This design comes from an exercise in tuning for small area and a short achievable clock period on the open sky130 flow, not from production work.
Function was checked by simulation only, so behaviour that the tests miss may differ from the original.
No driver is modelled on the clock port, so clock power and skew are understated where the tree is cut down; a real chip needs a root buffer or a tree.
No activity file was given, so power comes from the tool's default toggle rates.

ember:
// kws_preprocess_top
module kws_preprocess_top (
  input  logic                  hclk0,
  input  logic                  hrst_b0,
  input  logic                  hsel,
  input  logic [11:0]           haddr,
  input  logic [1:0]            htrans,
  input  logic                  hwrite,
  input  logic [31:0]           hwdata,
  input  logic                  hready_in,
  output logic [31:0]           hrdata
);
==> flow/config.mk <==
export PLATFORM = sky130hd
export DESIGN_NAME = kws_preprocess_top
export DESIGN_NICKNAME = kws_preprocess_top
export VERILOG_FILES = /design/flow/design.v
export SDC_FILE = /design/flow/constraint.sdc
export NUM_CORES = 4
export LEC_CHECK = 0
export CAP_MARGIN = 20
export CORE_MARGIN = 2
export CORE_UTILIZATION = 60
export CTS_CLUSTER_DIAMETER = 70
export CTS_CLUSTER_SIZE = 35
export SLEW_MARGIN = 20
==> flow/constraint.sdc <==
create_clock -name core_clock -period 10.0 [get_ports {hclk0}]
set_input_delay 2.0000 -clock core_clock [delete_from_list [all_inputs] [get_ports {hclk0}]]
set_output_delay 2.0000 -clock core_clock [all_outputs]
set_load 0.01 [all_outputs]
standard.sh (not shown) runs the stock make flow with config.mk's settings and CLKGATE_MAP_FILE= SYNTH_SCRIPT=/design/flow/synth_recipe.tcl, a recipe that flattens the netlist after the stock synthesis.
==> flow/flow/run.sh <==
#!/bin/bash
# Standard layout, with timing repair aimed below the clock period:
# repair_timing works on every path with less than SETUP_SLACK_MARGIN slack.
set -euo pipefail
bash standard.sh SETUP_SLACK_MARGIN=6.75 finish > standard_flow.log 2>&1
Modified inputs, cedar compared to ember
- swapping 35 for 30 in CTS_CLUSTER_SIZE
- swapping 70 for 60 in CTS_CLUSTER_DIAMETER
-- flow/flow/run.sh --
<<< ember, line 5
bash standard.sh SETUP_SLACK_MARGIN=6.75 finish > standard_flow.log 2>&1
>>> cedar, line 5
bash standard.sh SETUP_SLACK_MARGIN=7.0 finish > standard_flow.log 2>&1
--- outcome ---
ember and cedar ended up with roughly the same count of placed standard cells including taps.
In cedar the net switching power figure turned out 380 uW higher than in ember.
Clock skew, ember and cedar, lower one = ember.
Here is what was changed in the inputs of onyx compared with cedar.
- CTS_CLUSTER_DIAMETER now 80, was 60
-- flow/flow/run.sh --
<<< cedar, line 5
bash standard.sh SETUP_SLACK_MARGIN=7.0 finish > standard_flow.log 2>&1
>>> onyx, line 5
bash standard.sh SETUP_SLACK_MARGIN=6.75 finish > standard_flow.log 2>&1
In the tables for cedar and onyx, relative area change from synthesis to final layout reads lower with onyx. [compare] base=cedar new=onyx: via count down about 4.3%, worst setup slack up 3.1 ps. [compare] base=cedar new=onyx: total placed cells including tap cells about even, count of buffers not belonging to the clock network in the layout decreased 89.

========
Another version of the RTL of kws_preprocess_top (not shown whole).
For scale: about 4500 cells after synthesis, ~1500 flip-flops, about 64000 um^2 of cells after synthesis.
Settings: LEC_CHECK=0, CAP_MARGIN=20, CORE_MARGIN=2, CORE_UTILIZATION=40, SETUP_SLACK_MARGIN=5, SLEW_MARGIN=20; clock period 10.0 ns.
run.sh (not shown) runs the stock make flow with config.mk's settings and CLKGATE_MAP_FILE= SYNTH_SCRIPT=/design/flow/synth_recipe.tcl, a recipe that flattens the netlist after the stock synthesis.
Stock flow here: none of the scripts above is used.
==> next run, changes <==
==> flow/flow/run.sh (new file) <==
#!/bin/bash
# Standard layout, with timing repair aimed below the clock period:
# repair_timing works on every path with less than SETUP_SLACK_MARGIN slack.
set -euo pipefail
bash standard.sh SETUP_SLACK_MARGIN=6.5 finish > standard_flow.log 2>&1
==> flow/standard.sh (new file) <==
#!/bin/bash
# synth_recipe.tcl (not shown) runs the flow's synth.tcl, then flattens the netlist and writes it again
# the make line also repeats each setting of config.mk as NAME=value (left out here)
make -C /OpenROAD-flow-scripts/flow DESIGN_CONFIG=/design/flow/config.mk WORK_HOME=/design/flow/orfs CLKGATE_MAP_FILE= SYNTH_SCRIPT=/design/flow/synth_recipe.tcl "${@:-finish}"
--- a/flow/config.mk
+++ b/flow/config.mk
@@ -10,3 +10,2 @@
 export CORE_UTILIZATION = 40
-export SETUP_SLACK_MARGIN = 5
 export SLEW_MARGIN = 20
removed: flow/run.sh
Result:
- The changed run ran to the end with no violations
- final area is higher by 2.1%
- total power is lower by about 1.1%
- via count is higher by 0.78%
- clock skew shrinks by 0.034 ns
- global-route usage barely changes

========
run 5:
kws_preprocess_top, a different RTL version from the one above (not shown whole).
Size: ~3,900 cells after synthesis, ~83 I/O pins.
Settings: LEC_CHECK=0, CAP_MARGIN=20, CORE_MARGIN=2, CORE_UTILIZATION=66, SLEW_MARGIN=20; clock period 10.0 ns.
standard.sh (not shown) runs the stock make flow with config.mk's settings and CLKGATE_MAP_FILE= SYNTH_SCRIPT=/design/flow/synth_recipe.tcl, a recipe that flattens the netlist after the stock synthesis.
==> flow/flow/run.sh <==
#!/bin/bash
# Standard layout with two changes:
#  - the clock tree is built by flow/manual_cts.tcl (sourced as the PRE_CTS_TCL
#    hook; it takes the place of TritonCTS): a balanced two-level tree of
#    clkbuf_16, four roots on the clock port, each driving the leaf buffers of
#    one quarter of the core;
#  - timing repair is aimed below the clock period: repair_timing works on
#    every path with less than SETUP_SLACK_MARGIN slack.
set -euo pipefail
bash standard.sh SETUP_SLACK_MARGIN=7.0 PRE_CTS_TCL="$PWD/flow/manual_cts.tcl" finish > standard_flow.log 2>&1
Other scripts of this flow, unchanged in this note and not shown: flow/flow/manual_cts.tcl
#### Input delta (run 3 over run 5)
Settings: swapping 66 for 60 in CORE_UTILIZATION.
### Flow results
- In run 3 the length of routed met3 wiring turned out about 7% lower than in run 5.
- In the route summary, run 3 ends up with a via count below that of run 5.
- Run 3 against run 5: switching part of the total about even, worst-skew pair later-pin latency about even, storage element area about even, post-detailed-route wirelength per cell rose 0.47%, hold slack about even.
- Run 3 vs. run 5: final critical delay including setup and external delays fell 0.019 ns, worst-case setup margin in the final layout saw an increase, final area went up by 220 sq um.
No run of this note takes its clock network from TritonCTS; it comes from the design's own scripts or RTL.

## afterwards: timing with drivers on the ports
No port has a modelled driver above. Below, the same layouts with a new extraction and two added sets of constraints.
Step 1: set_driving_cell puts a clkbuf_16 on hclk0 and a buf_2 on each other input, an assumption about the parent block.
Step 2 times the ports against the registers' clock, not the clock port: input delays grow and output delays shrink by t, the midpoint of the rising clock arrivals with the driver on.
Slacks: no drivers / after step 1 / after step 2; pairs: no drivers / after step 1.
run | t, ns | setup WS [ns] | worst setup path after step 2
ember | 0.745 | 6.720 / 6.651 / 6.628 | input to register
cedar | 0.785 | 6.682 / 6.612 / 6.538 | input to register
onyx | 0.780 | 6.685 / 6.615 / 6.639 | input to register
the first run of note 2 | 0.853 | 5.394 / 5.394 / 5.394 | register to register
the second run of note 2 | 0.839 | 6.167 / 6.167 / 6.167 | register to register
run 5 | 0.637 | 6.895 / 6.742 / 6.584 | input to register
run 3 | 0.632 | 6.914 / 6.759 / 6.657 | input to register
After both steps setup and hold are still met in every run listed. The setup slack of run 5, which loses most, moves by -0.153 ns with the drivers and by -0.311 ns with both steps.
